Source: an optimization exercise on an open RTL-to-GDS flow (aim: small area). Production flows keep margins and buffers that such runs may drop. In this exercise RTL edits were held to simulation tests only and were not proved equivalent to the original. Power and IR drop assume default switching activity.

## design/flow/constraint.sdc

```tcl
create_clock -name core_clock -period 14.0 [get_ports {clk}]
set_input_delay 2.8000 -clock core_clock [delete_from_list [all_inputs] [get_ports {clk}]]
set_output_delay 2.8000 -clock core_clock [all_outputs]
set_load 0.01 [all_outputs]
```

## design/flow/design.v

```verilog
module pss_iter_unit (
	input  logic [34:0] x,
	input  logic [34:0] y,
	input  logic        sub,
	input  logic        cin,
	output logic [34:0] s
);
	localparam int NG = 9;		 
	logic [35:0] yy, p, g;
	logic [35:0] c;
	logic [NG:0] gc;
	logic [NG-1:0] gg, gp;
	assign yy = {1'b0, sub ? ~y : y};
	assign p  = {1'b0, x} ^ yy;
	assign g  = {1'b0, x} & yy;
	assign gc[0] = sub ^ cin;
	for (genvar j = 0; j < NG; j++) begin : g_grp
		assign gg[j] = g[4*j+3] | (p[4*j+3] & g[4*j+2]) | (p[4*j+3] & p[4*j+2] & g[4*j+1]) |
			(p[4*j+3] & p[4*j+2] & p[4*j+1] & g[4*j]);
		assign gp[j] = p[4*j+3] & p[4*j+2] & p[4*j+1] & p[4*j];
		assign gc[j+1] = gg[j] | (gp[j] & gc[j]);
		assign c[4*j]   = gc[j];
		assign c[4*j+1] = g[4*j]   | (p[4*j]   & c[4*j]);
		assign c[4*j+2] = g[4*j+1] | (p[4*j+1] & c[4*j+1]);
		assign c[4*j+3] = g[4*j+2] | (p[4*j+2] & c[4*j+2]);
	end
	assign s = p[34:0] ^ c[34:0];
endmodule
module phong_sphere_pixel_shader #(
	parameter int COORD_BITS    = 11,
	parameter int SHININESS_MAX = 255
) (
	input  logic                         clk,
	input  logic                         arst_n,
	input  logic                         pixel_in_valid,
	output logic                         pixel_in_ready,
	input  logic signed [COORD_BITS-1:0] pixel_in_pixel_x,
	input  logic signed [COORD_BITS-1:0] pixel_in_pixel_y,
	input  logic signed [15:0]           pixel_in_light_pos_x,
	input  logic signed [15:0]           pixel_in_light_pos_y,
	input  logic signed [15:0]           pixel_in_light_pos_z,
	input  logic [15:0]                  pixel_in_light_red,
	input  logic [15:0]                  pixel_in_light_green,
	input  logic [15:0]                  pixel_in_light_blue,
	input  logic                         pixel_in_light_is_directional,
	input  logic                         pixel_in_last_light,
	output logic                         shade_out_valid,
	input  logic                         shade_out_ready,
	output logic [15:0]                  shade_out_red,
	output logic [15:0]                  shade_out_green,
	output logic [15:0]                  shade_out_blue,
	output logic                         shade_out_outside_sphere,
	input  logic                         cfg_valid,
	output logic                         cfg_ready,
	input  logic [2:0]                   cfg_index,
	input  logic [47:0]                  cfg_data
);
	localparam logic [5:0]
		S_IDLE = 6'd0,  S_D0 = 6'd1,   S_D1 = 6'd2,   S_D2 = 6'd3,   S_D3 = 6'd4,
		S_DC = 6'd5,    S_ZA = 6'd6,   S_ZB = 6'd7,   S_V0 = 6'd8,   S_V1 = 6'd9,
		S_V2 = 6'd10,   S_V3 = 6'd11,  S_SQ0 = 6'd12, S_SA = 6'd13,  S_SB = 6'd14,
		S_AL = 6'd15,   S_L0 = 6'd16,  S_L1 = 6'd17,  S_N0 = 6'd18,  S_N1 = 6'd19,
		S_N2 = 6'd20,   S_NZ = 6'd21,  S_DM = 6'd22,  S_DT0 = 6'd23, S_DT1 = 6'd24,
		S_DT2 = 6'd25,  S_DT3 = 6'd26, S_RZ = 6'd27,  S_R1 = 6'd28,  S_R2 = 6'd29,
		S_R3 = 6'd30,   S_R4 = 6'd31,  S_PC = 6'd32,  S_PM = 6'd33,  S_PS = 6'd34,
		S_CP = 6'd35,   S_CD = 6'd36,  S_CQ = 6'd37,  S_CS = 6'd38,  S_RPRE = 6'd39,
		S_RMAC = 6'd40, S_RPOST = 6'd41, S_WB = 6'd42, S_FIN = 6'd43,
		S_V4 = 6'd44,   S_ZS = 6'd45;
	localparam logic [3:0]
		OP_S = 4'd0, OP_AMB = 4'd1, OP_DOT = 4'd2, OP_RZ = 4'd3, OP_PM = 4'd4,
		OP_PS = 4'd5, OP_CP = 4'd6, OP_CD = 4'd7, OP_CQ = 4'd8, OP_CS = 4'd9;
	localparam logic [1:0] X_ZERO = 2'd0, X_A = 2'd1, X_A2 = 2'd2, X_RING = 2'd3;
	localparam logic [3:0]
		Y_ZERO = 4'd0, Y_A = 4'd1, Y_R = 4'd2, Y_LEN4 = 4'd3,
		Y_POS = 4'd5, Y_CRD = 4'd6, Y_Z = 4'd7, Y_QL1 = 4'd8, Y_BN = 4'd9,
		Y_RGB = 4'd10, Y_C32 = 4'd11, Y_C14 = 4'd12, Y_C15 = 4'd13;
	logic [9:0]  rad;
	logic [7:0]  shin;
	logic [143:0] kr;
	logic [7:0]  ph;
	logic [7:0]  sph;
	logic        kload;
	logic        kav, kdv, ksv;
	logic [5:0]  st;
	logic [3:0]  rop;
	logic [5:0]  k;
	logic [1:0]  ch;
	logic [2:0]  bi;
	logic        md;		 
	logic        sv, msub, dsgn, sc, outf, inpix, oval, outs, fresh;
	logic        dif;
	logic [33:0] P;
	logic [19:0] B;
	logic [32:0] A;
	logic [25:0] LEN;
	logic [21:0] Z;
	logic [16:0] QL;
	logic [15:0] sum [3];
	logic [1:0]  xsel;
	logic [3:0]  ysel;
	logic        xbit, sub, cin;
	logic [1:0]  lo2;
	logic [34:0] xv, yv, s;
	logic        ge;
	logic        dir, last;
	logic signed [15:0] pos_c;
	logic [15:0] rgb_c;
	logic        csel;
	logic signed [10:0] crd;
	logic        crd_neg;
	logic        tap;
	logic        mbit, mstep, qb;
	logic [31:0] lenv, qlv, zv;
	logic [15:0] radv, xv16, yv16;
	logic [5:0]  pre_n, post_n, nb;
	logic        sync;
	logic [16:0] sat_in;
	assign lenv = {15'd0, LEN[16:0]};
	assign qlv  = {16'd0, QL[16:1]};
	assign zv   = {6'd0, Z, 4'd0};
	assign radv = {6'd0, rad};
	assign xv16 = {5'd0, pixel_in_pixel_x};
	assign yv16 = {5'd0, pixel_in_pixel_y};
	assign dir  = pixel_in_light_is_directional;
	assign last = pixel_in_last_light;
	always_comb begin
		unique case (ch)
			2'd0:    begin pos_c = pixel_in_light_pos_x; rgb_c = pixel_in_light_red;   end
			2'd1:    begin pos_c = pixel_in_light_pos_y; rgb_c = pixel_in_light_green; end
			default: begin pos_c = pixel_in_light_pos_z; rgb_c = pixel_in_light_blue;  end
		endcase
	end
	assign crd     = csel ? pixel_in_pixel_y : pixel_in_pixel_x;
	assign crd_neg = (ch == 2'd0) ? pixel_in_pixel_x[10] : (ch == 2'd1) ? pixel_in_pixel_y[10] : 1'b0;
	assign tap     = B[19];
	always_comb begin
		unique case (cfg_index)
			3'd1:    cfg_ready = (ph == 8'd143);
			3'd2:    cfg_ready = (ph == 8'd47);
			3'd3:    cfg_ready = (ph == 8'd95);
			default: cfg_ready = 1'b1;
		endcase
	end
	assign kload = cfg_valid && cfg_ready && (cfg_index == 3'd1 || cfg_index == 3'd2 || cfg_index == 3'd3);
	assign pixel_in_ready = (st == S_FIN);
	assign shade_out_valid          = oval;
	assign shade_out_red            = sum[0];
	assign shade_out_green          = sum[1];
	assign shade_out_blue           = sum[2];
	assign shade_out_outside_sphere = outs;
	always_comb begin
		pre_n  = 6'd0;
		post_n = 6'd0;
		nb     = 6'd17;
		sync   = 1'b0;
		unique case (rop)
			OP_S:   nb = 6'd27;
			OP_DOT: nb = 6'd16;
			OP_AMB: begin pre_n = 6'd35; post_n = 6'd18; nb = 6'd16; sync = 1'b1; end
			OP_RZ:  post_n = 6'd14;
			OP_PM, OP_PS: post_n = 6'd15;
			OP_CP, OP_CQ: begin nb = 6'd16; sync = 1'b1; end
			OP_CD, OP_CS: begin pre_n = 6'd20; post_n = 6'd33; end
			default: ;
		endcase
	end
	always_comb begin
		unique case (rop)
			OP_S, OP_PS:  mbit = A[k[4:0]];
			OP_AMB:       mbit = kr[0] & kav;
			OP_CP:        mbit = kr[0] & kdv;
			OP_CQ:        mbit = kr[0] & ksv;
			OP_RZ, OP_CD: mbit = lenv[k[4:0]];
			default:      mbit = qb ^ sc;
		endcase
	end
	assign qb = (rop == OP_DOT) ? B[3] : qlv[k[4:0]];
	assign sph = {2'b00, ch, 4'd0} + ((rop == OP_CP) ? 8'd48 : (rop == OP_CQ) ? 8'd96 : 8'd0);
	assign mstep = (st == S_RMAC) && (k < nb) && !(sync && k == 6'd0 && ph != sph);
	always_comb begin
		xsel = X_ZERO;
		ysel = Y_ZERO;
		xbit = 1'b0;
		lo2  = 2'b00;
		sub  = 1'b0;
		cin  = 1'b0;
		csel = ch[0];
		unique case (st)
			S_D1: begin xsel = X_A2; ysel = radv[k[3:0]] ? Y_R : Y_ZERO; end
			S_D2: begin xsel = X_A; csel = 1'b0; ysel = xv16[k[3:0]] ? Y_CRD : Y_ZERO; sub = (k != 6'd10); end
			S_D3: begin xsel = X_A; csel = 1'b1; ysel = yv16[k[3:0]] ? Y_CRD : Y_ZERO; sub = (k != 6'd10); end
			S_ZA, S_SA: begin xsel = X_A2; xbit = tap; end
			S_ZB, S_SB: begin xsel = X_A2; xbit = tap; ysel = Y_LEN4; lo2 = {A[32], 1'b1}; sub = !A[32]; end
			S_V0: begin ysel = (ch != 2'd2 && !dir) ? Y_CRD : Y_ZERO; sub = 1'b1; end
			S_V1: begin xsel = X_A2; ysel = radv[k[3:0]] ? Y_POS : Y_ZERO; sub = dir; end
			S_V2: begin xsel = X_A; ysel = (ch == 2'd2 && !dir) ? Y_Z : Y_ZERO; sub = 1'b1; end
			S_V4: xsel = X_A2;
			S_V3, S_DT1, S_R2: begin ysel = Y_A; sub = 1'b1; end
			S_L1: begin xsel = X_A2; ysel = Y_LEN4; sub = !A[32]; end
			S_N0: begin ysel = (ch != 2'd2) ? Y_CRD : Y_ZERO; sub = crd_neg; end
			S_N1: begin xsel = X_A; ysel = Y_R; sub = 1'b1; end
			S_N2: begin xsel = X_A2; ysel = Y_R; sub = !A[32]; end
			S_NZ: begin xsel = X_A2; xbit = zv[k[4:0]]; ysel = Y_R; sub = !A[32]; end
			S_DM: begin ysel = Y_QL1; cin = QL[0]; end
			S_RZ: begin ysel = Y_BN; cin = B[2]; end
			S_R4: begin xsel = (A[32] || A > 33'd32768) ? X_ZERO : X_A; ysel = (!A[32] && A > 33'd32768) ? Y_C15 : Y_ZERO; end
			S_AL, S_CP, S_CQ: ysel = Y_RGB;
			S_DT0: begin xsel = X_RING; ysel = Y_C32; sub = 1'b1; end
			S_DT2: begin xsel = X_A; ysel = Y_C14; end
			S_R1: xsel = X_RING;
			S_R3: begin xsel = X_A; ysel = Y_QL1; cin = QL[0]; sub = !sv; end
			S_RPRE, S_RPOST: xsel = X_RING;
			S_RMAC: begin
				xsel = X_RING;
				ysel = (mstep && mbit) ? Y_A : Y_ZERO;
				sub  = (rop == OP_DOT) && msub && mstep && mbit;
			end
			S_WB: xsel = X_RING;
			default: ;
		endcase
	end
	always_comb begin
		unique case (xsel)
			X_A:    xv = {{2{A[32]}}, A};
			X_A2:   xv = {A[32], A, xbit};
			X_RING: xv = {P[33] & B[0], P[33] ^ B[0], P[32:0]};
			default: xv = '0;
		endcase
		unique case (ysel)
			Y_A:     yv = {{2{A[32]}}, A};
			Y_R:     yv = 35'(rad);
			Y_LEN4:  yv = 35'({LEN, lo2});
			Y_POS:   yv = 35'($signed(pos_c));
			Y_CRD:   yv = 35'($signed(crd));
			Y_Z:     yv = 35'(Z);
			Y_QL1:   yv = 35'(QL[16:1]);
			Y_BN:    yv = 35'(B[18:3]);
			Y_RGB:   yv = 35'(rgb_c);
			Y_C32:   yv = 35'h1_0000_0000;
			Y_C14:   yv = 35'h4000;
			Y_C15:   yv = 35'h8000;
			default: yv = '0;
		endcase
	end
	pss_iter_unit u_add (
		.x   (xv),
		.y   (yv),
		.sub (sub),
		.cin (cin),
		.s   (s)
	);
	assign ge     = ~s[34];
	assign dif    = !dsgn && LEN[16:0] != '0;
	assign sat_in = P[16:0];
	always_ff @(posedge clk or negedge arst_n) begin
		if (!arst_n) begin
			rad  <= 10'd100;
			shin <= 8'd1;
			kav  <= 1'b0;
			kdv  <= 1'b0;
			ksv  <= 1'b0;
			ph   <= '0;
		end else begin
			ph <= (ph == 8'd143) ? 8'd0 : ph + 8'd1;
			if (cfg_valid && cfg_ready) begin
				unique case (cfg_index)
					3'd0: rad  <= cfg_data[9:0];
					3'd1: kav  <= 1'b1;
					3'd2: kdv  <= 1'b1;
					3'd3: ksv  <= 1'b1;
					3'd4: shin <= cfg_data[7:0];
					default: ;
				endcase
			end
		end
	end
	always_ff @(posedge clk) begin
		kr[143:48] <= {kr[0], kr[143:49]};
		kr[47:0]   <= kload ? cfg_data : kr[48:1];
	end
	always_ff @(posedge clk or negedge arst_n) begin
		if (!arst_n) begin
			st    <= S_IDLE;
			inpix <= 1'b0;
			oval  <= 1'b0;
		end else begin
			if (oval && shade_out_ready) oval <= 1'b0;
			unique case (st)
				S_IDLE: if (pixel_in_valid && !oval) st <= S_D0;
				S_D0:  st <= S_D1;
				S_D1:  st <= S_D2;
				S_D2:  st <= S_D3;
				S_D3:  st <= (k == 6'd0) ? S_DC : S_D1;
				S_DC:  st <= ((rad == '0) || A[32]) ? (last ? S_ZS : S_FIN) : S_ZA;
				S_ZS:  st <= (ch == 2'd2) ? S_FIN : S_ZS;
				S_ZA:  st <= S_ZB;
				S_ZB:  st <= (k == 6'd0) ? S_V0 : S_ZA;
				S_V0:  st <= S_V1;
				S_V1:  st <= (k == 6'd0) ? S_V2 : S_V1;
				S_V2:  st <= S_V3;
				S_V3:  st <= md ? S_V4 : S_RPRE;
				S_V4:  st <= S_L1;
				S_SQ0: st <= (k == 6'd0) ? S_SA : S_SQ0;
				S_SA:  st <= S_SB;
				S_SB:  st <= (k == 6'd0) ? S_AL : S_SA;
				S_AL:  st <= S_RPRE;
				S_L1:  st <= (k == 6'd0) ? S_N0 : S_L1;
				S_N0:  st <= (ch == 2'd2) ? S_NZ : S_N1;
				S_N1:  st <= S_N2;
				S_N2:  st <= (k == 6'd0) ? S_DM : S_N2;
				S_NZ:  st <= (k == 6'd0) ? S_DM : S_NZ;
				S_DM:  st <= S_RPRE;
				S_DT0: st <= S_DT1;
				S_DT1: st <= S_DT2;
				S_DT2: st <= S_DT3;
				S_DT3: st <= S_RZ;
				S_RZ:  st <= S_RPRE;
				S_R1:  st <= S_R2;
				S_R2:  st <= S_R3;
				S_R3:  st <= S_R4;
				S_R4:  st <= S_PC;
				S_PC: begin
					if ((shin >> bi) == 8'd0) st <= S_CP;
					else if (shin[bi])         st <= S_PM;
					else                       st <= S_PS;
				end
				S_PM, S_PS, S_CD, S_CQ, S_CS: st <= S_RPRE;
				S_CP:  st <= dif ? S_RPRE : S_CQ;
								S_RPRE:  if (k == 6'd0) st <= S_RMAC;
				S_RMAC:  if (k == 6'd52) st <= S_RPOST;
				S_RPOST: if (k == 6'd0) st <= S_WB;
				S_WB: begin
					unique case (rop)
						OP_S:   st <= (ch == 2'd2) ? S_SQ0 : S_V0;
						OP_AMB: st <= (ch != 2'd2) ? S_AL : (LEN == '0) ? S_FIN : S_V0;
						OP_DOT: st <= (ch == 2'd2) ? S_DT0 : S_V0;
						OP_RZ:  st <= S_R1;
						OP_PM:  st <= S_PS;
						OP_PS:  st <= (bi == 3'd7) ? S_CP : S_PC;
						OP_CP:  st <= S_CD;
						OP_CD:  st <= (ch == 2'd2) ? S_CQ : S_CP;
						OP_CQ:  st <= S_CS;
						default: st <= (ch == 2'd2) ? S_FIN : S_CQ;
					endcase
				end
				S_FIN: begin
					st    <= S_IDLE;
					inpix <= !last;
					if (last) oval <= 1'b1;
				end
				default: st <= S_IDLE;
			endcase
		end
	end
	always_ff @(posedge clk) begin
		unique case (st)
			S_IDLE: begin
				if (!inpix) fresh <= 1'b1;
			end
			S_D0: begin A <= s[32:0]; k <= 6'd10; end
			S_D1, S_D2: A <= s[32:0];
			S_D3: begin A <= s[32:0]; k <= k - 6'd1; end
			S_DC: begin
				outf <= (rad == '0) || A[32];
				ch   <= 2'd0;
				B    <= A[19:0];
				P    <= '0;
				LEN  <= '0;
				A    <= s[32:0];
				k    <= 6'd21;
			end
			S_ZA, S_SA, S_SQ0: begin
				if (st == S_SQ0) begin
					A   <= s[32:0];
					LEN <= '0;
					if (k == 6'd0) k <= 6'd25; else k <= k - 6'd1;
				end else begin
					A <= s[32:0];
				end
				P <= {1'b0, P[31:0], B[19]};
				B <= {B[18:0], P[32]};
			end
			S_ZB, S_SB: begin
				A   <= s[32:0];
				LEN <= {LEN[24:0], ge};
				P   <= {1'b0, P[31:0], B[19]};
				B   <= {B[18:0], P[32]};
				k   <= k - 6'd1;
				if (st == S_ZB && k == 6'd0) begin
					Z  <= {LEN[20:0], ge};
					ch <= 2'd0;
					md <= 1'b0;
					P  <= '0;
					B  <= '0;
				end
				if (st == S_SB && k == 6'd0) ch <= 2'd0;
			end
			S_V0: begin A <= s[32:0]; k <= 6'd11; end
			S_V1: begin A <= s[32:0]; k <= k - 6'd1; end
			S_V2: A <= s[32:0];
			S_V4: begin A <= s[32:0]; k <= 6'd16; end
			S_V3: begin
				sv <= A[32];
				if (A[32]) A <= s[32:0];
				rop <= OP_S;
				k   <= 6'd0;
			end
			S_AL: begin
				P   <= {18'd0, fresh ? 16'd0 : sum[0]};
				B   <= '0;
				A   <= s[32:0];
				rop <= OP_AMB;
				k   <= 6'd35;
			end
			S_N1: begin
				A <= s[32:0];
				B <= {B[18:2], ge, B[1:0]};
				k <= 6'd15;
			end
			S_L1, S_N2, S_NZ: begin
				A <= s[32:0];
				if (st == S_L1) QL <= {QL[15:0], ge}; else B <= {B[18:2], ge, B[1:0]};
				k <= k - 6'd1;
			end
			S_N0: begin A <= s[32:0]; k <= 6'd25; end
			S_DM: begin
				A    <= s[32:0];
				sc   <= B[2];
				msub <= sv ^ crd_neg;
				rop <= OP_DOT;
				k   <= 6'd0;
			end
			S_DT0, S_DT2: A <= s[32:0];
			S_DT1: begin
				dsgn <= A[32];
				if (A[32]) A <= s[32:0];
			end
			S_DT3: LEN[16:0] <= A[31:15];
			S_RZ: begin
				A   <= s[32:0];
				P   <= 34'h2000;
				B   <= '0;
				rop <= OP_RZ;
				k   <= 6'd0;
			end
			S_R1, S_R3: A <= s[32:0];
			S_R2: if (dsgn) A <= s[32:0];
			S_R4: begin
				A  <= s[32:0];
				QL <= {16'h8000, 1'b0};
				bi <= 3'd0;
				ch <= 2'd0;
			end
			S_PC: ch <= 2'd0;
			S_PM, S_PS: begin
				P   <= 34'h4000;
				B   <= '0;
				sc  <= QL[0];
				rop <= (st == S_PM) ? OP_PM : OP_PS;
				k   <= 6'd0;
			end
			S_CP, S_CQ: begin
				A   <= s[32:0];
				P   <= '0;
				B   <= '0;
				rop <= (st == S_CP) ? OP_CP : OP_CQ;
				k   <= 6'd0;
			end
			S_CD, S_CS: begin
				P   <= {18'd0, sum[0]};
				B   <= '0;
				sc  <= QL[0];
				rop <= (st == S_CD) ? OP_CD : OP_CS;
				k   <= 6'd20;
			end
			S_RPRE: begin
				if (k != 6'd0) begin
					P <= s[34:1];
					B <= {s[0], B[19:1]};
					k <= k - 6'd1;
				end
			end
			S_RMAC: begin
				if (!(sync && k == 6'd0 && ph != sph)) begin
					P <= s[34:1];
					B <= {s[0], B[19:1]};
					if (mstep) sc <= qb & sc;
					k <= (k == 6'd52) ? post_n : k + 6'd1;
				end
			end
			S_RPOST: begin
				if (k != 6'd0) begin
					P <= s[34:1];
					B <= {s[0], B[19:1]};
					k <= k - 6'd1;
				end
			end
			S_WB: begin
				unique case (rop)
					OP_S: begin
						if (ch == 2'd2) k <= 6'd0;
						ch <= ch + 2'd1;
					end
					OP_AMB: begin
						sum[2] <= (sat_in[16]) ? 16'hFFFF : sat_in[15:0];
						sum[1] <= sum[2];
						sum[0] <= sum[1];
						if (ch == 2'd2) fresh <= 1'b0;
						ch <= (ch == 2'd2) ? 2'd0 : ch + 2'd1;
						md <= 1'b1;
						if (ch == 2'd2) begin
							P <= 34'h1_0000_0000;
							B <= '0;
						end
					end
					OP_DOT: ch <= ch + 2'd1;
					OP_PM: QL <= {P[15:0], 1'b0};
					OP_PS, OP_CP, OP_CQ: begin
						A  <= s[32:0];
						bi <= bi + 3'd1;
					end
					OP_CD, OP_CS: begin
						sum[2] <= (sat_in[16]) ? 16'hFFFF : sat_in[15:0];
						sum[1] <= sum[2];
						sum[0] <= sum[1];
						ch <= (ch == 2'd2) ? 2'd0 : ch + 2'd1;
					end
					default: ;
				endcase
			end
			S_ZS: begin
				sum[2] <= (sat_in[16]) ? 16'hFFFF : sat_in[15:0];
				sum[1] <= sum[2];
				sum[0] <= sum[1];
				ch     <= ch + 2'd1;
			end
			S_FIN: begin
				if (last) outs <= outf;
			end
			default: ;
		endcase
	end
endmodule
```

## design/flow/flow/run.sh

```bash
#!/bin/bash
# The standard layout (the standard.sh, unchanged synthesis, floorplan, power grid,
# placement and routing), with two knobs the standard flow exposes through the
# environment: the port buffers use the smallest buffer cell, and the clock tree is
# built without dummy loads. Every tool's output goes to flow_standard.log here.
set -euo pipefail
export BUFFER_PORTS_ARGS="-buffer_cell sky130_fd_sc_hd__buf_1"
export CTS_ARGS="-sink_clustering_enable -repair_clock_nets -dont_use_dummy_load -buf_list sky130_fd_sc_hd__clkbuf_2 -sink_clustering_size 16"
bash standard.sh > flow_standard.log 2>&1
```

## design/flow/standard.sh

```bash
#!/bin/bash
# synth_recipe.tcl (not shown) runs the flow's synth.tcl, then flattens the netlist and writes it again
# the make line also repeats each setting of config.mk as NAME=value (left out here)
make -C /OpenROAD-flow-scripts/flow DESIGN_CONFIG=/design/flow/config.mk WORK_HOME=/design/flow/orfs CLKGATE_MAP_FILE= SYNTH_SCRIPT=/design/flow/synth_recipe.tcl "${@:-finish}"
```

## design/flow/config.mk

```make
export PLATFORM = sky130hd
export DESIGN_NAME = phong_sphere_pixel_shader
export DESIGN_NICKNAME = phong_sphere_pixel_shader
export VERILOG_FILES = /design/flow/design.v
export SDC_FILE = /design/flow/constraint.sdc
export NUM_CORES = 4
export LEC_CHECK = 0
export CAP_MARGIN = 20
export CORE_MARGIN = 2
export CORE_UTILIZATION = 35
export SLEW_MARGIN = 20
```

==> results.ini, run 1 <==
[outcome]
status = complete, no violations

[critical_path]
path_class = flip-flop to flip-flop
cp-end-kind = flip-flop
rr_worst_depth = 27
cp-startpoint = rop[2]
crit_top_cell = fa_1
cp-start-kind = flip-flop
r2r_end = LEN[0]
r2r_slack_ns = 4.75
reg2reg_from = rop[2]
max_stage_delay_ns = 0.80
critPathArrivalTime_ns = 10.14
critPathSlowestCell = nor4bb_1
cp.required_ns = 14.89
path_max_fanout = 33

[logic_synthesis]
synthCells = 2067
synth_top_cell_area_share_pct = 30.23
yosysUniqueCellTypes = 96
async_reset_ff_share_pct = 8.981
ys.flop_type = edfxtp_1
synth-seq-cells = 412
syn_avg_cell_area_sq_um = 10.72
syn_area_sq_mm = 0.02215
ys_seq_area_share_pct = 48.17
synth-edff-count = 223
yosys_warnings = 2
synth.top_cells.by_area = edfxtp_1 (30%), dfxtp_1 (14%), dfrtp_1 (3.7%)
synthesis.nets = 2324
synth.largest_area_cell = edfxtp_1

[final_layout]
drive_above_1_share_pct = 14.21
area_growth_pct = 10.66
fin_nets = 2560
final_area_sq_mm = 0.02451
fillers = 6305

[power_and_ir_drop]
fin_total_pwr_mw = 2.113
sw_frac_of_total_pct = 24.90
combPwrFrac_pct = 4.5
sequentialPowerShare_pct = 64.6
leakage_nw = 9.133
p_clk_share_pct = 30.9
internal_power_mw = 1.587
ir_drop_v = 0.00004340
powerDensity_mw_per_mm2 = 86.18
switchingPower_uw = 526.0

[sta]
relSlewSlack_pct = 29.64
period_share_pct = 66.07
fin_hold_ws_ns = 0.2098
setup_viol = 0
grt_setup_unrepaired = no
skew_ns = 0.1752
finalHoldViolCount = 0
worst_slew_pin_slew_ns = 1.046
slew_viol_final = 0
setup_tns_ns = 0
finalCriticalPeriod_ns = 9.250
max_freq_ghz = 0.1081

[global_route]
grt_pass1_vias = 18980
grt_pass1_wl_um = 125000
antenna_found_initial = 1
grt_max_degree = 59
grt_usage_pct = 25.40
grt_overflow_total = 0

[worst_hold_path]
worstHoldStart = kr[56]
hold_path.class = flip-flop to flip-flop
hold_path_depth = 0
whs_endpoint = kr[55]

[flow_run]
drv_cap = 0

[detailed_routing]
drt_iter0_drc = 2199
drc = 0
drtAntennaViolNets = 0
wl_per_cell_um = 26.93
num_vias = 18900
routed_wl_um = 84810
post_drt_via_cell_ratio = 6.002
first_pass_iters = 10

[floorplanning]
die-height_um = 255.6
dieWidth_um = 255.6
initial_core_util_pct = 35.25
ios = 228
core_sq_mm = 0.06285
rows = 92
dieArea_sq_mm = 0.06532

[clock_network]
numClockSinks = 412
postCtsSetupBuffers = 0
clockBufferDepth = 3
clock-root-buffer = clkbuf_2
cts_resized = 0
cts_tree = done
clkLatencyLatePin_ns = 1.20
holdBufCountCts = 0
clk_pin_slew_ns = 0.10
cts_buffers = 108
cts_max_level = 3

[place]
place.gp.congestion = 0.9945
io_buffers = 227
dp_hpwl_um = 62330
place_area_sq_mm = 0.02394

registers in the layout (all words and copies together) (netlist names), 8 cells and up:
signal,count
A,33
B,20
LEN,26
P,34
QL,17
Z,22
kr,144
ph,8
rad,10
shin,8
sum,48
routing by layer:
| metal | vias to the layer above | part of all wire, % | GRT usage, % |
|---|---|---|---|
| li1 | 8297 | - | - |
| met1 | 9412 | 39 | 31.99 |
| met2 | 965 | 47 | 41.65 |
| met3 | 226 | 7.2 | 4.050 |
| met4 | 0 | 5.9 | 14.20 |
| met5 | - | 0 | 0 |
worst max-delay path: cells and delay by family (launching register included):
kind	cells	cell delay, ns
AOI/OAI and AO/OA	12	4.00
xor gates and xnor gates	4	0.72
adders and majority gates	5	1.75
buffers and inverters	1	0.07
DFF	1	0.74
and+or+nand+nor	5	1.64
power groups by stage:
stage,sequential (mW),clock [mW],combinational (mW)
after global routing,1.37,0.732,0.105
after detailed placement,1.39,0,0.0943
after global placement,1.39,0,0.0914
after CTS,1.37,0.682,0.0950
after floorplan,1.38,0,0.0582
final,1.36,0.653,0.0954
final cells by class:
type	count	area (sq um)	area share (%)
flip-flops and latches	412	10670	43.53
inverters	110	412.9	1.684
repair buffers	278	1236	5.043
diodes	2	5.005	0.02042
well taps	846	1059	4.318
multi-input cells	1393	10590	43.20
clock buffers	108	540.5	2.205
layout by cell type, fill, tap and decap left out, drive strengths merged, types with 7 or more instances in the layout:
cell    synthesis  layout
a222oi         59      59
nand2b         19      19
a21oi         152     152
nand3          32      32
and3            8       8
a221oi         13      13
nor3           27      27
nor4           23      23
fa             27      27
a31oi          18      18
or3             7       7
nand4          11      11
a22o           78      78
edfxtp        223     223
o221ai          8       8
buf            40     278
mux4           30      30
and2           21      21
xor2           37      37
mux2i          24      24
nor2b          23      23
o22ai          12      12
a211oi         14      14
o211ai         20      20
nor2          143     143
nand2         128     128
ha             54      54
dfxtp         152     152
mux2           70      70
a21o           27      27
o32ai          10      10
clkbuf        112     108
or2            25      25
a221o          28      28
xnor2          27      27
inv           107     107
dfrtp          33      33
o21ai         114     114
Yosys cell counts (all sizes together), types with 7 or more instances:
master	count
a21oi	152
a221o	28
and3	8
mux2i	24
o211ai	20
nand3	32
and2	21
edfxtp	223
a21o	27
nor2	143
nor3	27
o32ai	10
mux4	30
a22o	78
fa	27
nand2	128
a31oi	18
xnor2	27
mux2	70
o221ai	8
ha	54
nand4	11
dfxtp	152
a222oi	59
o22ai	12
inv	107
dfrtp	33
or3	7
xor2	37
o21ai	114
or2	25
nor2b	23
buf	40
a221oi	13
nor4	23
nand2b	19
clkbuf	112
a211oi	14
cells by family (layout without fill, tap and decap cells):
family / after synthesis / count (layout) / synth area share [%]
AO/OA/AOI/OAI: 625 / 625 / 20.24
AND/OR/NAND/NOR: 498 / 498 / 11.06
flip-flops: 412 / 412 / 48.17
buffers and inverters: 262 / 496 / 4.631
multiplexers: 124 / 124 / 7.710
adder cells (fa/ha/maj): 82 / 82 / 5.535
XOR/XNOR: 64 / 64 / 2.649
other: 0 / 2 / 0
worst max-delay path by stage:
stage / to / slack [ns] / depth (start not counted)
floorplan: LEN[0] / 4.87 / 24
global placement: LEN[0] / 4.15 / 24
detailed placement: LEN[0] / 4.03 / 24
global route: LEN[0] / 4.24 / 27
CTS: LEN[0] / 4.76 / 27
finish: LEN[0] / 4.75 / 27
stage by stage:
stage | instances | setup slack (ns) | utilization, %
final | 3149 | 4.750 | 39.00
after global routing | 3148 | 4.239 | 39.00
after CTS | 3147 | 4.757 | 38.95
after detailed placement | 3039 | 4.032 | 38.09
after global placement | 3039 | 4.146 | 38.09
after floorplan | 2067 | 4.868 | -
==> run 2, diff against run 1 <==
==> design/flow/flow/run.sh (replaced) <==
#!/bin/bash
# The standard layout (the standard.sh: unchanged synthesis, floorplan, power grid,
# placement and routing) with knobs the standard flow reads from the environment:
#  - the port buffers use the smallest buffer cell (buf_1);
#  - the clock tree is built from clkbuf_2 cells, clustered 16 sinks a buffer, without
#    dummy loads.
# All tool output of the make run goes to flow_standard.log in this folder; ORFS also
# keeps each step's own log under orfs/logs.
set -euo pipefail
export BUFFER_PORTS_ARGS="-buffer_cell sky130_fd_sc_hd__buf_1"
export CTS_ARGS="-sink_clustering_enable -repair_clock_nets -dont_use_dummy_load -buf_list sky130_fd_sc_hd__clkbuf_2 -sink_clustering_size 16"
bash standard.sh > flow_standard.log 2>&1
--- a/design/flow/config.mk
+++ b/design/flow/config.mk
@@ -7,2 +7,3 @@
 export LEC_CHECK = 0
+export ABC_AREA = 1
 export CAP_MARGIN = 20
==> results.ini, run 2 <==
[place]
dp_hpwl_um = 65170  ; +4.5%
place.gp.congestion = 1.055  ; +6.1%
io_buffers = 227  ; unchanged
pre_cts_ws_ns = 4.505  ; +0.4725 ns

[global_route]
grt_usage_pct = 26.63  ; +1.2 points
grt_overflow_total = 0  ; unchanged
antenna_found_initial = 4  ; +3
grt_max_degree = 59  ; unchanged
grt_pass1_wl_um = 126100  ; +0.87%
grt_pass1_vias = 19270  ; +1.5%

[sta]
setup_viol = 0  ; unchanged
relSlewSlack_pct = 27.21  ; -2.4 points
fin_hold_ws_ns = 0.1922  ; -0.01762 ns
finalHoldViolCount = 0  ; unchanged
skew_ns = 0.1601  ; -0.01511 ns
max_freq_ghz = 0.1123  ; +3.9%
slew_viol_final = 0  ; unchanged
worst_slack_ns = 5.097  ; +0.3465 ns
worst_slew_pin_slew_ns = 1.089  ; +0.04283 ns
grt_setup_unrepaired = no
setup_tns_ns = 0  ; unchanged
period_share_pct = 63.60  ; -2.5 points
finalCriticalPeriod_ns = 8.903  ; -0.3465 ns

[logic_synthesis]
synth_common_cells = nand2_1 (424), inv_1 (337), edfxtp_1 (223)
ys.flop_type = edfxtp_1
synth.top_cells.by_area = edfxtp_1 (31%), dfxtp_1 (14%), nand2_1 (7.3%)
yosys.area_share.simple_pct = 18.16  ; +7.1 points
synth_top_cell_area_share_pct = 30.74  ; +0.52 points
yosys_warnings = 2  ; unchanged
yosysUniqueCellTypes = 67  ; -30%
synth_top_family_by_area = simple AND/OR/NAND/NOR gates
yosysMostFrequentCell = nand2_1
ys_seq_area_share_pct = 48.99  ; +0.82 points
synth_compound_area_share_pct = 14.87  ; -5.4 points
synthXorXnorAreaFrac_pct = 2.091  ; -0.56 points
synth-seq-cells = 412  ; unchanged
synthCells = 2438  ; +18%
syn_avg_cell_area_sq_um = 8.934  ; -17%
async_reset_ff_share_pct = 8.981  ; unchanged
yosys.area_share.adder_pct = 5.584  ; +0.048 points
syn_area_sq_mm = 0.02178  ; -1.7%
synth.largest_area_cell = edfxtp_1
synth-edff-count = 223  ; unchanged
synth.area.mux_share_pct = 2.194  ; -5.5 points
synthesis.nets = 2695  ; +16%

[clock_network]
cts_tree = done
clk_pin_slew_ns = 0.12  ; +0.02 ns
cts_max_level = 3  ; unchanged
clockBufferDepth = 3  ; unchanged
cts_resized = 0  ; unchanged
clock-root-buffer = clkbuf_2
cts_buffers = 106  ; -1.9%
holdBufCountCts = 0  ; unchanged
clkLatencyLatePin_ns = 1.15  ; -0.05 ns
numClockSinks = 412  ; unchanged
postCtsSetupBuffers = 0  ; unchanged

[final_layout]
fin_nets = 2961  ; +16%
area_growth_pct = 10.55
largest_reg_flops = 144  ; unchanged
regMostFlops = kr
final_common_cell = nand2_1
top_regs = kr x144, sum x48, P x34
fillers = 6279  ; -0.41%
final_cell_mix = nand2_1 (424), inv_1 (336), buf_1 (226), edfxtp_1 (223), nor2_1 (204)
drive_above_1_share_pct = 9.104  ; -5.1 points

[detailed_routing]
drc = 0  ; unchanged
drtAntennaViolNets = 0  ; unchanged
num_vias = 19760  ; +4.6%
post_drt_via_cell_ratio = 5.578  ; -7.1%
drt_iter0_drc = 1955  ; -11%
wl_per_cell_um = 24.29  ; -9.8%
routed_wl_um = 86060  ; +1.5%
first_pass_iters = 7  ; -3

[critical_path]
cp-start-kind = flip-flop
critPathSlowestCell = nor2_4
r2r_slack_ns = 5.10  ; +0.35 ns
crit_top_cell = nand2_1
rr_worst_depth = 45  ; +67%
path_class = flip-flop to flip-flop
critPathArrivalTime_ns = 9.74  ; -0.40 ns
cp-end-kind = flip-flop
cp.required_ns = 14.84  ; -0.05 ns
max_stage_delay_ns = 0.75  ; -0.05 ns
path_max_fanout = 36  ; +9.1%

[floorplanning]
dieArea_sq_mm = 0.06424  ; -1.7%
ios = 228  ; unchanged
core_sq_mm = 0.06160  ; -2.0%
initial_core_util_pct = 35.36  ; +0.11 points
rows = 91  ; -1.1%
dieWidth_um = 253.5  ; -0.83%
die-height_um = 253.5  ; -0.83%

[power_and_ir_drop]
ir_drop_v = 0.00004989  ; +15%
fin_total_pwr_mw = 2.107  ; -0.26%
powerDensity_mw_per_mm2 = 87.52  ; +1.5%
leakage_nw = 10.23  ; +12%

[outcome]
status = complete, no violations

[worst_hold_path]
hold_path.class = flip-flop to flip-flop
hold_path_depth = 0  ; unchanged

[flow_run]
drv_cap = 0  ; unchanged

## run 2: logic make-up after synthesis
| family | count (synthesis) |
|---|---|
| AO/OA/AOI/OAI | 509 |
| XOR/XNOR | 52 |
| adder cells (fa/ha/maj) | 81 |
| buffers and inverters | 450 |
| flip-flops | 412 |
| multiplexers | 43 |
| AND/OR/NAND/NOR | 891 |
## run 2: layout make-up
type / instances / area, sq um / area share [%]
Inverter: 354 / 1334 / 5.539
Tap cell: 837 / 1047 / 4.349
Timing Repair Buffer: 254 / 1056 / 4.386
Clock buffer: 106 / 530.5 / 2.203
Antenna cell: 4 / 10.01 / 0.04157
Sequential cell: 412 / 10670 / 44.31
Multi-Input combinational cell: 1576 / 9430 / 39.17
## run 2: stage by stage
| stage | utilization [%] | area [sq um] | cells |
|---|---|---|---|
| finish | 39.09 | 24080 | 3543 |
| global route | 39.09 | 24080 | 3542 |
| CTS | 39.07 | 24070 | 3539 |
| detailed placement | 38.21 | 23540 | 3433 |
| global placement | 38.21 | 23530 | 3433 |
| floorplan | - | 21780 | 2438 |
## run 2: power by group
group,switching (mW),internal (mW)
Sequential,0.0339,1.33
Clock,0.452,0.196
Combinational,0.0452,0.0452
Total,0.531,1.58
## run 2: critical path, delay by kind of cell, from the launching register on
family	cells	cell delay, ns
flip-flops	1	0.43
XOR/XNOR	1	0.07
AO/OA/AOI/OAI	5	0.84
buffers and inverters	10	2.14
AND/OR/NAND/NOR	26	3.72
adder cells (fa/ha/maj)	3	1.32
## run 2: final timing paths
check	endpoint	from
hold reg to reg	kr[94]	kr[95]
min in group asynchronous	st[3]	arst_n
hold / removal	kr[94]	kr[95]
setup reg to reg	B[2]	st[3]
max in group asynchronous	shin[7]	arst_n
setup / recovery	B[2]	st[3]
## run 2: routing by layer
layer  global-route usage (%)  share of wire (%)  wire length [um]
met1                    35.17                 42             36100
met3                    5.941                8.5              7357
met2                    41.26                 44             38270
met4                    12.88                5.0              4324
met5                        0              0.015                13
==> run 3, diff against run 2 <==
==> design/flow/flow/run.sh (replaced) <==
#!/bin/bash
# The standard layout (the standard.sh: unchanged synthesis, floorplan, power grid,
# placement and routing) with knobs the standard flow reads from the environment:
#  - the port buffers use the smallest buffer cell (buf_1);
#  - the clock tree is built from clkbuf_2 cells, clustered 12 sinks a buffer, without
#    dummy loads.
# All tool output of the make run goes to flow_standard.log in this folder; ORFS also
# keeps each step's own log under orfs/logs.
set -euo pipefail
export BUFFER_PORTS_ARGS="-buffer_cell sky130_fd_sc_hd__buf_1"
export CTS_ARGS="-sink_clustering_enable -repair_clock_nets -dont_use_dummy_load -buf_list sky130_fd_sc_hd__clkbuf_2 -sink_clustering_size 12"
bash standard.sh > flow_standard.log 2>&1
==> results.ini, run 3 <==
[outcome]
status = complete, no violations

[critical_path]
cp.required_ns = 14.84  ; about the same
critPathBufInv = 10  ; unchanged
path_delay_family = simple AND/OR/NAND/NOR gates
path_max_fanout = 36  ; unchanged
crit_top_cell = nand2_1
critPathSlowestCell = nor2_4
path_class = flip-flop to flip-flop
cp-start-kind = flip-flop
critPathArrivalTime_ns = 9.74  ; about the same
max_stage_delay_ns = 0.75  ; about the same
cp-end-kind = flip-flop

[final_layout]
ff_latch_area_sq_mm = 0.01067  ; unchanged
area_growth_pct = 10.55  ; unchanged
largest_reg_flops = 144  ; unchanged
fin_util_pct = 39.09  ; unchanged
fin_nets = 2961  ; unchanged
final_common_cell = nand2_1
top_regs = kr x144, sum x48, P x34
final_cell_mix = nand2_1 (424), inv_1 (336), buf_1 (226), edfxtp_1 (223), nor2_1 (204)
drive_above_1_share_pct = 9.104  ; unchanged
multiInputGateArea_sq_mm = 0.009430  ; unchanged
regMostFlops = kr
fillers = 6279  ; unchanged

[flow_run]
drv_cap = 0  ; unchanged

[place]
io_buffers = 227  ; unchanged
dp_hpwl_um = 65170  ; unchanged
place.gp.congestion = 1.055  ; unchanged

[clock_network]
cts_tree = done
clockBufferDepth = 3  ; unchanged
clkLatencyLatePin_ns = 1.15  ; about the same
holdBufCountCts = 0  ; unchanged
cts_max_level = 3  ; unchanged
clk_pin_slew_ns = 0.12  ; about the same
numClockSinks = 412  ; unchanged
postCtsSetupBuffers = 0  ; unchanged
cts_resized = 0  ; unchanged
cts_buffers = 106  ; unchanged
clock-root-buffer = clkbuf_2

[logic_synthesis]
syn_area_sq_mm = 0.02178  ; unchanged
yosysUniqueCellTypes = 67  ; unchanged
synth.largest_area_cell = edfxtp_1
synthesis.nets = 2695  ; unchanged
ys_seq_area_share_pct = 48.99  ; unchanged
syn_avg_cell_area_sq_um = 8.934  ; unchanged
synth_top_cell_area_share_pct = 30.74  ; unchanged
yosysMostFrequentCell = nand2_1
synth_common_cells = nand2_1 (424), inv_1 (337), edfxtp_1 (223)
synth-edff-count = 223  ; unchanged
synth-seq-cells = 412  ; unchanged
synthCells = 2438  ; unchanged
async_reset_ff_share_pct = 8.981  ; unchanged
ys.flop_type = edfxtp_1
yosys_warnings = 2  ; unchanged
synth.top_cells.by_area = edfxtp_1 (31%), dfxtp_1 (14%), nand2_1 (7.3%)

[power_and_ir_drop]
ir_drop_v = 0.00004989  ; unchanged
leakage_nw = 10.23  ; unchanged
fin_total_pwr_mw = 2.107  ; unchanged
powerDensity_mw_per_mm2 = 87.52  ; unchanged

[global_route]
grt_max_degree = 59  ; unchanged
grt_usage_pct = 26.63  ; unchanged
antenna_found_initial = 4  ; unchanged
grt_overflow_total = 0  ; unchanged
grt_pass1_wl_um = 126100  ; unchanged
grt_pass1_vias = 19270  ; unchanged

[sta]
slew_viol_final = 0  ; unchanged
setup_viol = 0  ; unchanged
period_share_pct = 63.60  ; unchanged
skew_ns = 0.1601  ; unchanged
setup_tns_ns = 0  ; unchanged
max_freq_ghz = 0.1123  ; unchanged
finalHoldViolCount = 0  ; unchanged
relSlewSlack_pct = 27.21  ; unchanged
grt_setup_unrepaired = no
finalCriticalPeriod_ns = 8.903  ; unchanged
worst_slew_pin_slew_ns = 1.089  ; unchanged

[floorplanning]
rows = 91  ; unchanged
dieArea_sq_mm = 0.06424  ; unchanged
ios = 228  ; unchanged
initial_core_util_pct = 35.36  ; unchanged
die-height_um = 253.5  ; unchanged
core_sq_mm = 0.06160  ; unchanged
dieWidth_um = 253.5  ; unchanged

[detailed_routing]
drtAntennaViolNets = 0  ; unchanged
post_drt_via_cell_ratio = 5.578  ; unchanged
routed_wl_um = 86060  ; unchanged
wl_per_cell_um = 24.29  ; unchanged
num_vias = 19760  ; unchanged
drt_iter0_drc = 1955  ; unchanged
drc = 0  ; unchanged
first_pass_iters = 7  ; unchanged

[worst_hold_path]
hold_path.class = flip-flop to flip-flop

## run 3: cell counts after synthesis
No cell type changed its count.
## run 3: routing by layer
| metal | wire length [um] | global-route usage, % | up-vias |
|---|---|---|---|
| li1 | - | - | 8949 |
| met1 | 36100 | 35.17 | 9545 |
| met2 | 38270 | 41.26 | 1047 |
| met3 | 7357 | 5.941 | 220 |
| met4 | 4324 | 12.88 | 2 |
| met5 | 13 | 0 | - |
## run 3: worst register-to-register path: cells and delay by family, from the launching register on
kind | cells | cell delay, ns
simple gates | 26 | 3.75
buf+inv | 10 | 2.18
fa+ha+maj | 3 | 1.33
compound gates | 5 | 0.84
flops | 1 | 0.43
xor+xnor | 1 | 0.07
## run 3: report_power, final
| group | leakage [nW] | internal [mW] | switching [mW] |
|---|---|---|---|
| Combinational | 6.00 | 0.0452 | 0.0452 |
| Clock | 0.440 | 0.196 | 0.452 |
| Sequential | 3.79 | 1.33 | 0.0339 |
## run 3: final timing paths
| path | from | end | slack (ns) | cells past startpoint |
|---|---|---|---|---|
| max in group asynchronous | arst_n | shin[7] | 11.53 | 1 |
| min in group asynchronous | arst_n | st[3] | 1.77 | 1 |
| min | kr[95] | kr[94] | 0.19 | 0 |
| max reg2reg | st[3] | B[2] | 5.10 | 45 |
| max | st[3] | B[2] | 5.10 | 45 |
| min reg2reg | kr[95] | kr[94] | 0.19 | 0 |
## run 3: logic make-up (layout without fill, tap and decap cells)
family	Yosys count	after routing	synth area share, %
and+or+nand+nor	891	891	18.16
adders and majority gates	81	81	5.584
xor gates and xnor gates	52	52	2.091
other	0	4	0
muxes	43	43	2.194
AOI/OAI and AO/OA	509	509	14.87
buffers and inverters	450	714	8.111
DFF	412	412	48.99
## run 3: final cells by class
| class | count | share of cell area [%] |
|---|---|---|
| diodes | 4 | 0.04157 |
| clock buffers | 106 | 2.203 |
| inverters | 354 | 5.539 |
| multi-input cells | 1576 | 39.17 |
| flip-flops and latches | 412 | 44.31 |
| well taps | 837 | 4.349 |
| repair buffers | 254 | 4.386 |
## run 3: per-stage QoR
| stage | std cells | hold WS (ns) | instance area [sq um] | setup WS (ns) |
|---|---|---|---|---|
| 6_report | 3543 | 0.1922 | 24080 | 5.097 |
| 5_1_grt | 3542 | 0.2287 | 24080 | 4.635 |
| 4_1_cts | 3539 | 0.1986 | 24070 | 5.257 |
| 3_5_place_dp | 3433 | 0.3121 | 23540 | 4.505 |
| 3_3_place_gp | 3433 | 0.3105 | 23530 | 4.611 |
| 2_1_floorplan | 2438 | 0.3096 | 21780 | 6.005 |
==> run 4, diff against run 3 <==
==> design/flow/flow/run.sh (replaced) <==
#!/bin/bash
# The standard layout (the standard.sh: unchanged synthesis, floorplan, power grid,
# placement and routing) with knobs the standard flow reads from the environment:
#  - the port buffers use the smallest buffer cell (buf_1);
#  - the clock tree is built from clkbuf_2 and clkbuf_4 cells, clustered 20 sinks a buffer, without
#    dummy loads.
# All tool output of the make run goes to flow_standard.log in this folder; ORFS also
# keeps each step's own log under orfs/logs.
set -euo pipefail
export BUFFER_PORTS_ARGS="-buffer_cell sky130_fd_sc_hd__buf_1"
export CTS_ARGS="-sink_clustering_enable -repair_clock_nets -dont_use_dummy_load -buf_list {sky130_fd_sc_hd__clkbuf_2 sky130_fd_sc_hd__clkbuf_4} -sink_clustering_size 20"
bash standard.sh > flow_standard.log 2>&1
==> results.ini, run 4 <==
[detailed_routing]
num_vias = 19780  ; +0.10%
routed_wl_um = 85840  ; -0.26%
drtAntennaViolNets = 0  ; unchanged
drt_iter0_drc = 2061  ; +5.4%
post_drt_via_cell_ratio = 5.582  ; about the same
drc = 0  ; unchanged
wl_per_cell_um = 24.22  ; -0.28%
first_pass_iters = 9  ; +2

[logic_synthesis]
syn_area_sq_mm = 0.02178  ; unchanged
ys.flop_type = edfxtp_1
yosysUniqueCellTypes = 67  ; unchanged
synth_compound_area_share_pct = 14.87  ; unchanged
synthXorXnorAreaFrac_pct = 2.091  ; unchanged
synth.top_cells.by_area = edfxtp_1 (31%), dfxtp_1 (14%), nand2_1 (7.3%)
synth-edff-count = 223  ; unchanged
yosys.area_share.simple_pct = 18.16  ; unchanged
synthesis.nets = 2695  ; unchanged
synth.area.mux_share_pct = 2.194  ; unchanged
yosys_warnings = 2  ; unchanged
synth-seq-cells = 412  ; unchanged
async_reset_ff_share_pct = 8.981  ; unchanged
syn_avg_cell_area_sq_um = 8.934  ; unchanged
synth_top_family_by_area = simple AND/OR/NAND/NOR gates
yosysMostFrequentCell = nand2_1
synth_top_cell_area_share_pct = 30.74  ; unchanged
synthCells = 2438  ; unchanged
yosys.area_share.adder_pct = 5.584  ; unchanged
synth_common_cells = nand2_1 (424), inv_1 (337), edfxtp_1 (223)
synth.largest_area_cell = edfxtp_1
ys_seq_area_share_pct = 48.99  ; unchanged

[global_route]
grt_pass1_vias = 19310  ; +0.23%
grt_usage_pct = 26.63  ; about the same
grt_max_degree = 59  ; unchanged
antenna_found_initial = 3  ; -1
grt_overflow_total = 0  ; unchanged
grt_pass1_wl_um = 125900  ; -0.14%

[critical_path]
cp.required_ns = 14.57  ; -0.27 ns
reg2reg_from = k[3]
r2r_end = B[2]
rr_worst_depth = 43  ; -4.4%
r2r_slack_ns = 5.14  ; +0.05 ns
critPathArrivalTime_ns = 9.43  ; -0.31 ns
cp-start-kind = flip-flop
path_delay_family = simple AND/OR/NAND/NOR gates
critPathSlowestCell = nor2_1
crit_top_cell = nand2_1
cp-end-kind = flip-flop
path_max_fanout = 27  ; -25%
max_stage_delay_ns = 0.83  ; +0.08 ns
critPathBufInv = 5  ; -5
path_class = flip-flop to flip-flop

[place]
dp.cells = 3433  ; unchanged
place.gp.congestion = 1.055  ; unchanged
io_buffers = 227  ; unchanged
dp_hpwl_um = 65170  ; unchanged

[sta]
grt_setup_unrepaired = no
skew_ns = 0.1027  ; -0.05738 ns
period_share_pct = 63.26  ; -0.33 points
finalCriticalPeriod_ns = 8.857  ; -0.04629 ns
max_freq_ghz = 0.1129  ; +0.52%
worst_slew_pin_slew_ns = 1.135  ; +0.04664 ns
finalHoldViolCount = 0  ; unchanged
setup_tns_ns = 0  ; unchanged
slew_viol_final = 0  ; unchanged
setup_viol = 0  ; unchanged
relSlewSlack_pct = 24.10  ; -3.1 points
fin_hold_ws_ns = 0.2395  ; +0.04730 ns

[worst_hold_path]
whs_endpoint = kr[94]
worstHoldStart = kr[95]
hold_path_depth = 0  ; unchanged
hold_path.class = flip-flop to flip-flop

[final_layout]
drive_above_1_share_pct = 9.172  ; +0.067 points
fillers = 6236  ; -0.68%
fin_util_pct = 39.54  ; +0.45 points
final_cell_mix = nand2_1 (424), inv_1 (336), buf_1 (226), edfxtp_1 (223), nor2_1 (204)
area_growth_pct = 11.82
final_common_cell = nand2_1
fin_nets = 2963  ; +0.068%
top_regs = kr x144, sum x48, P x34
largest_reg_flops = 144  ; unchanged
layout.cells.non_filler = 3544  ; +0.028%
regMostFlops = kr

[clock_network]
clk_pin_slew_ns = 0.06  ; -0.06 ns
cts_tree = done
clkLatencyLatePin_ns = 0.90  ; -0.25 ns
holdBufCountCts = 0  ; unchanged
cts_resized = 0  ; unchanged
cts_max_level = 3  ; unchanged
numClockSinks = 412  ; unchanged
cts_buffers = 108  ; +1.9%
clockBufferDepth = 3  ; unchanged
postCtsSetupBuffers = 0  ; unchanged
clock-root-buffer = clkbuf_4

[flow_run]
drv_cap = 0  ; unchanged

[power_and_ir_drop]
powerDensity_mw_per_mm2 = 92.46  ; +5.6%
ir_drop_v = 0.00005973  ; +20%
sequentialPowerShare_pct = 60.9  ; -4.0 points
combPwrFrac_pct = 4.0  ; -0.3 points
switchingPower_uw = 523.0  ; -1.6%
leakage_nw = 10.29  ; +0.55%
fin_total_pwr_mw = 2.252  ; +6.9%
sw_frac_of_total_pct = 23.23  ; -2.0 points
p_clk_share_pct = 35.1  ; +4.3 points
internal_power_mw = 1.729  ; +9.7%

[floorplanning]
ios = 228  ; unchanged
die-height_um = 253.5  ; unchanged
core_sq_mm = 0.06160  ; unchanged
rows = 91  ; unchanged
dieArea_sq_mm = 0.06424  ; unchanged
initial_core_util_pct = 35.36  ; unchanged
dieWidth_um = 253.5  ; unchanged

[outcome]
status = complete, no violations

-- run 4: power by group through the flow --
stage | Clock, mW | Combinational, mW | Sequential [mW]
floorplan | 0 | 0.0528 | 1.38
global placement | 0 | 0.0871 | 1.39
detailed placement | 0 | 0.0901 | 1.39
CTS | 0.822 | 0.0909 | 1.37
global route | 0.874 | 0.102 | 1.38
finish | 0.791 | 0.0901 | 1.37
-- run 4: metal layers --
layer  global-route usage [%]  vias to the layer above  part of all wire, %
met3                    6.545                      225                  8.5
met4                    13.81                        2                  5.2
li1                         -                     8962                    -
met2                    41.05                     1015                   44
met1                    34.62                     9579                   42
met5                        0                        -                0.015
-- run 4: layout make-up --
class / instances / area, sq um / area share (%)
Multi-Input combinational cell: 1576 / 9430 / 38.72
Inverter: 354 / 1334 / 5.476
Timing Repair Buffer: 254 / 1056 / 4.336
Sequential cell: 412 / 10670 / 43.81
Clock buffer: 108 / 810.8 / 3.329
Tap cell: 837 / 1047 / 4.300
Antenna cell: 3 / 7.507 / 0.03082
-- run 4: worst max path at each step --
| stage | from | end | slack (ns) | cells past startpoint |
|---|---|---|---|---|
| 6_report | k[3] | B[2] | 5.14 | 43 |
| 5_1_grt | st[0] | P[30] | 4.62 | 43 |
| 4_1_cts | st[0] | P[30] | 5.27 | 42 |
| 3_5_place_dp | pixel_in_pixel_y[0] | P[30] | 4.50 | 40 |
| 3_3_place_gp | pixel_in_pixel_y[0] | P[30] | 4.61 | 40 |
| 2_1_floorplan | pixel_in_pixel_y[0] | P[30] | 6.01 | 41 |
-- run 4: logic make-up (layout without fill, tap and decap cells) --
group | count (synthesis) | in the layout
simple gates | 891 | 891
compound gates | 509 | 509
flops | 412 | 412
mux | 43 | 43
buf+inv | 450 | 716
other cells | 0 | 3
xor+xnor | 52 | 52
fa+ha+maj | 81 | 81
-- run 4: stage by stage --
stage / cell area (sq um) / worst slack (ns)
finish: 24360 / 5.143
global route: 24360 / 4.625
CTS: 24350 / 5.271
detailed placement: 23540 / 4.505
global placement: 23530 / 4.611
floorplan: 21780 / 6.005

## static timing again, ports no longer ideal
How much do the figures lean on ideal ports? The routed layouts below were timed once more, with nothing changed but the port constraints. Step 1, drivers: a clkbuf_16 drives clk and a buf_2 each remaining input, both assumed. Step 2, shift: input delay + t, output delay - t, t = (earliest + latest rising clock arrival at the registers) / 2. This alone moves slack from input paths to output paths. Slacks: ideal ports / drivers / drivers and shift; pairs: ideal ports / drivers.
| run | t (ns) | setup slack, ns | worst hold slack (ns) | worst setup path at the end | cell pins on the clock port's net |
|---|---|---|---|---|---|
| run 1 | 1.162 | 4.750 / 4.750 / 3.921 | 0.210 / 0.210 / 0.210 | input to register | 1 |
| run 2 | 1.123 | 5.097 / 5.097 / 4.449 | 0.192 / 0.192 / 0.192 | input to register | 1 |
| run 3 | 1.123 | 5.097 / 5.097 / 4.449 | 0.192 / 0.192 / 0.192 | input to register | 1 |
| run 4 | 0.901 | 5.143 / 5.143 / 4.424 | 0.240 / 0.240 / 0.240 | input to register | 1 |
After both steps every run listed still meets setup and hold. The setup slack of run 1, which loses most, moves by 0.000 ns with the drivers and by -0.829 ns with both steps.
